Background: an optimization exercise with open tools, aiming at small area and few clock cycles per item. Do not read the settings as production practice. Function was checked by simulation only, so behaviour that the tests miss may differ from the original. Power and IR drop assume default switching activity.

Setup of run 1:
// barrier_basket_payoff
module barrier_basket_payoff #(
  parameter int unsigned MAX_ASSETS = bbp_pkg::MaxAssetsDefault,
  parameter int unsigned MAX_STEPS  = bbp_pkg::MaxStepsDefault
) (
  input  wire                                clk_i,
  input  wire                                rst_ni,
  input  wire                                cfg_we_i,
  input  wire  [bbp_pkg::CfgIdxW-1:0]        cfg_idx_i,
  input  wire  [bbp_pkg::CfgW-1:0]           cfg_data_i,
  input  wire                                s_axis_tvalid,
  output logic                               s_axis_tready,
  input  wire  [bbp_pkg::InDataW-1:0]        s_axis_tdata,
  input  wire                                s_axis_tuser,
  input  wire                                s_axis_tlast,
  output logic                               m_axis_tvalid,
  input  wire                                m_axis_tready,
  output logic [bbp_pkg::PriceW-1:0]         m_axis_tdata,
  output logic                               m_axis_tuser
);
Size: roughly 1,500 flip-flops, ~190 I/O pins, ~0.054 sq mm of cells after synthesis.
==> flow/config.mk <==
export PLATFORM = sky130hd
export DESIGN_NAME = barrier_basket_payoff
export DESIGN_NICKNAME = barrier_basket_payoff
export VERILOG_FILES = /design/flow/design.v
export SDC_FILE = /design/flow/constraint.sdc
export NUM_CORES = 4
export LEC_CHECK = 0
export CAP_MARGIN = 20
export CORE_MARGIN = 2
export CORE_UTILIZATION = 40
export CTS_BUF_LIST = sky130_fd_sc_hd__clkbuf_8 sky130_fd_sc_hd__clkbuf_16
export CTS_CLUSTER_DIAMETER = 100
export CTS_CLUSTER_SIZE = 30
export SLEW_MARGIN = 20
export SYNTH_HIERARCHICAL = 1
export SYNTH_MINIMUM_KEEP_SIZE = 0
==> flow/constraint.sdc <==
create_clock -name core_clock -period 10.0 [get_ports {clk_i}]
set_input_delay 2.0000 -clock core_clock [delete_from_list [all_inputs] [get_ports {clk_i}]]
set_output_delay 2.0000 -clock core_clock [all_outputs]
set_load 0.01 [all_outputs]
run.sh (not shown) runs the stock make flow with config.mk's settings and CLKGATE_MAP_FILE= SYNTH_SCRIPT=/design/flow/synth_recipe.tcl, a recipe that flattens the netlist after the stock synthesis.
Testbench counts of run 1, summed over its fixed seeds: cycles 15,480, items 320.
For run 2, these inputs were changed with respect to run 1:
Settings: changing CORE_UTILIZATION from 40 to 55; setting GPL_TIMING_DRIVEN to 0 for the first time.
==> flow/flow/run.sh (new file) <==
#!/bin/bash
# The standard layout (standard.sh) with two changes:
#  - after the standard synthesis, flow/downsize.tcl swaps the combinational
#    cells that synthesis sized up back to their _1 variants (same function
#    and pins); the layout's own repair steps size up what timing needs;
#  - every input and output port is buffered with buf_1 instead of the
#    default clkdlybuf4s50_1 (BUFFER_PORTS_ARGS).
# Each tool's output goes to a log file of its own in this folder.
set -euo pipefail
export BUFFER_PORTS_ARGS="-buffer_cell sky130_fd_sc_hd__buf_1"
R="orfs/results/${FLOW_PLATFORM}/barrier_basket_payoff/base"
bash standard.sh synth > make_synth.log 2>&1
ODB_IN="$R/1_synth.odb" ODB_OUT="$R/1_synth_small.odb" \
  openroad -no_init -exit flow/downsize.tcl > downsize.log 2>&1
mv "$R/1_synth_small.odb" "$R/1_synth.odb"
bash standard.sh > make_finish.log 2>&1
==> flow/flow/downsize.tcl (new file) <==
# Swap upsized combinational cells of the synthesized netlist to their _1
# variant (same function and pins); the layout's repair steps size them up
# again where timing needs it.
read_db $::env(ODB_IN)
set db [ord::get_db]
set block [[$db getChip] getBlock]
set n 0
foreach inst [$block getInsts] {
  set m [$inst getMaster]
  set name [$m getName]
  if {[regexp {^sky130_fd_sc_hd__(a22oi|a21oi|o21ai|nand2|nor2|xor2|xnor2|a22o|o22ai|a221oi|a211oi|and2|or2|nand3|nor3|and3|inv|buf|nor4|nand4|o21a|a21o)_([2-9]|1[0-9])$} $name -> base size]} {
    set new [$db findMaster sky130_fd_sc_hd__${base}_1]
    if {$new != "NULL"} {
      $inst swapMaster $new
      incr n
    }
  }
}
puts "downsized $n instances"
write_db $::env(ODB_OUT)
==> flow/standard.sh (new file) <==
#!/bin/bash
# synth_recipe.tcl (not shown) runs the flow's synth.tcl, then flattens the netlist and writes it again
# the make line also repeats each setting of config.mk as NAME=value (left out here)
make -C /OpenROAD-flow-scripts/flow DESIGN_CONFIG=/design/flow/config.mk WORK_HOME=/design/flow/orfs CLKGATE_MAP_FILE= SYNTH_SCRIPT=/design/flow/synth_recipe.tcl "${@:-finish}"
removed: flow/run.sh
--- outcome ---
- Compared with run 1, via count normalized by instance count in run 2 increased by a little under 10%.
- Run 1 → run 2: wire length -3.1%; switching power -4.0%.
- Compared run 2 vs run 1, and arrival time reported for the critical path endpoint is up in run 2.
- Fraction of standard cell area that is sequential was lower in run 1 than in run 2.
## Diff of input files: run 3 against run 2
Settings: a change of CORE_UTILIZATION from 55 to 50; a deleted GPL_TIMING_DRIVEN that had been 0.
Notes after the runs:
Run 3: power density over the cells about 4% above run 2
[compare] base=run 2 new=run 3: register-to-register slack saw an increase; number of non-clock buffers in the layout went down 114.
Run 2 → run 3: critical path depth shrank by 5, fraction of area in clock buffers and inverters grew by 0.26 points, count of instances resized after the clock tree is built shrank by 8.
NOTE: count of buffering cells on the critical path with inverters included in run 3 falls short of that of run 2
Compared with run 2, in run 3 x dimension of the die climbed 4.8%; total wirelength of the detailed-routed design dropped about 0.6%.

## port drivers added, routing unchanged
In the flow no input, the clock included, has a driving cell. The finished layouts below were timed again as built, in two steps. Step 1 assumes that a clkbuf_16 drives the clock port and a buf_2 every other input. Step 2 times the ports against the registers' clock, not the clock port: input delays grow and output delays shrink by t, the midpoint of the rising clock arrivals with the driver on. Slacks: ideal / step 1 / step 2; pairs: ideal / step 1.
run | shift t [ns] | setup WS [ns] | latest minus earliest clock arrival (ns)
run 1 | 0.792 | 0.611 / 0.611 / 0.611 | 0.127 / 0.127
run 2 | 0.784 | 0.329 / 0.329 / 0.329 | 0.064 / 0.065
run 3 | 0.783 | 0.827 / 0.827 / 0.827 | 0.064 / 0.063
After both steps every run listed still meets setup and hold.
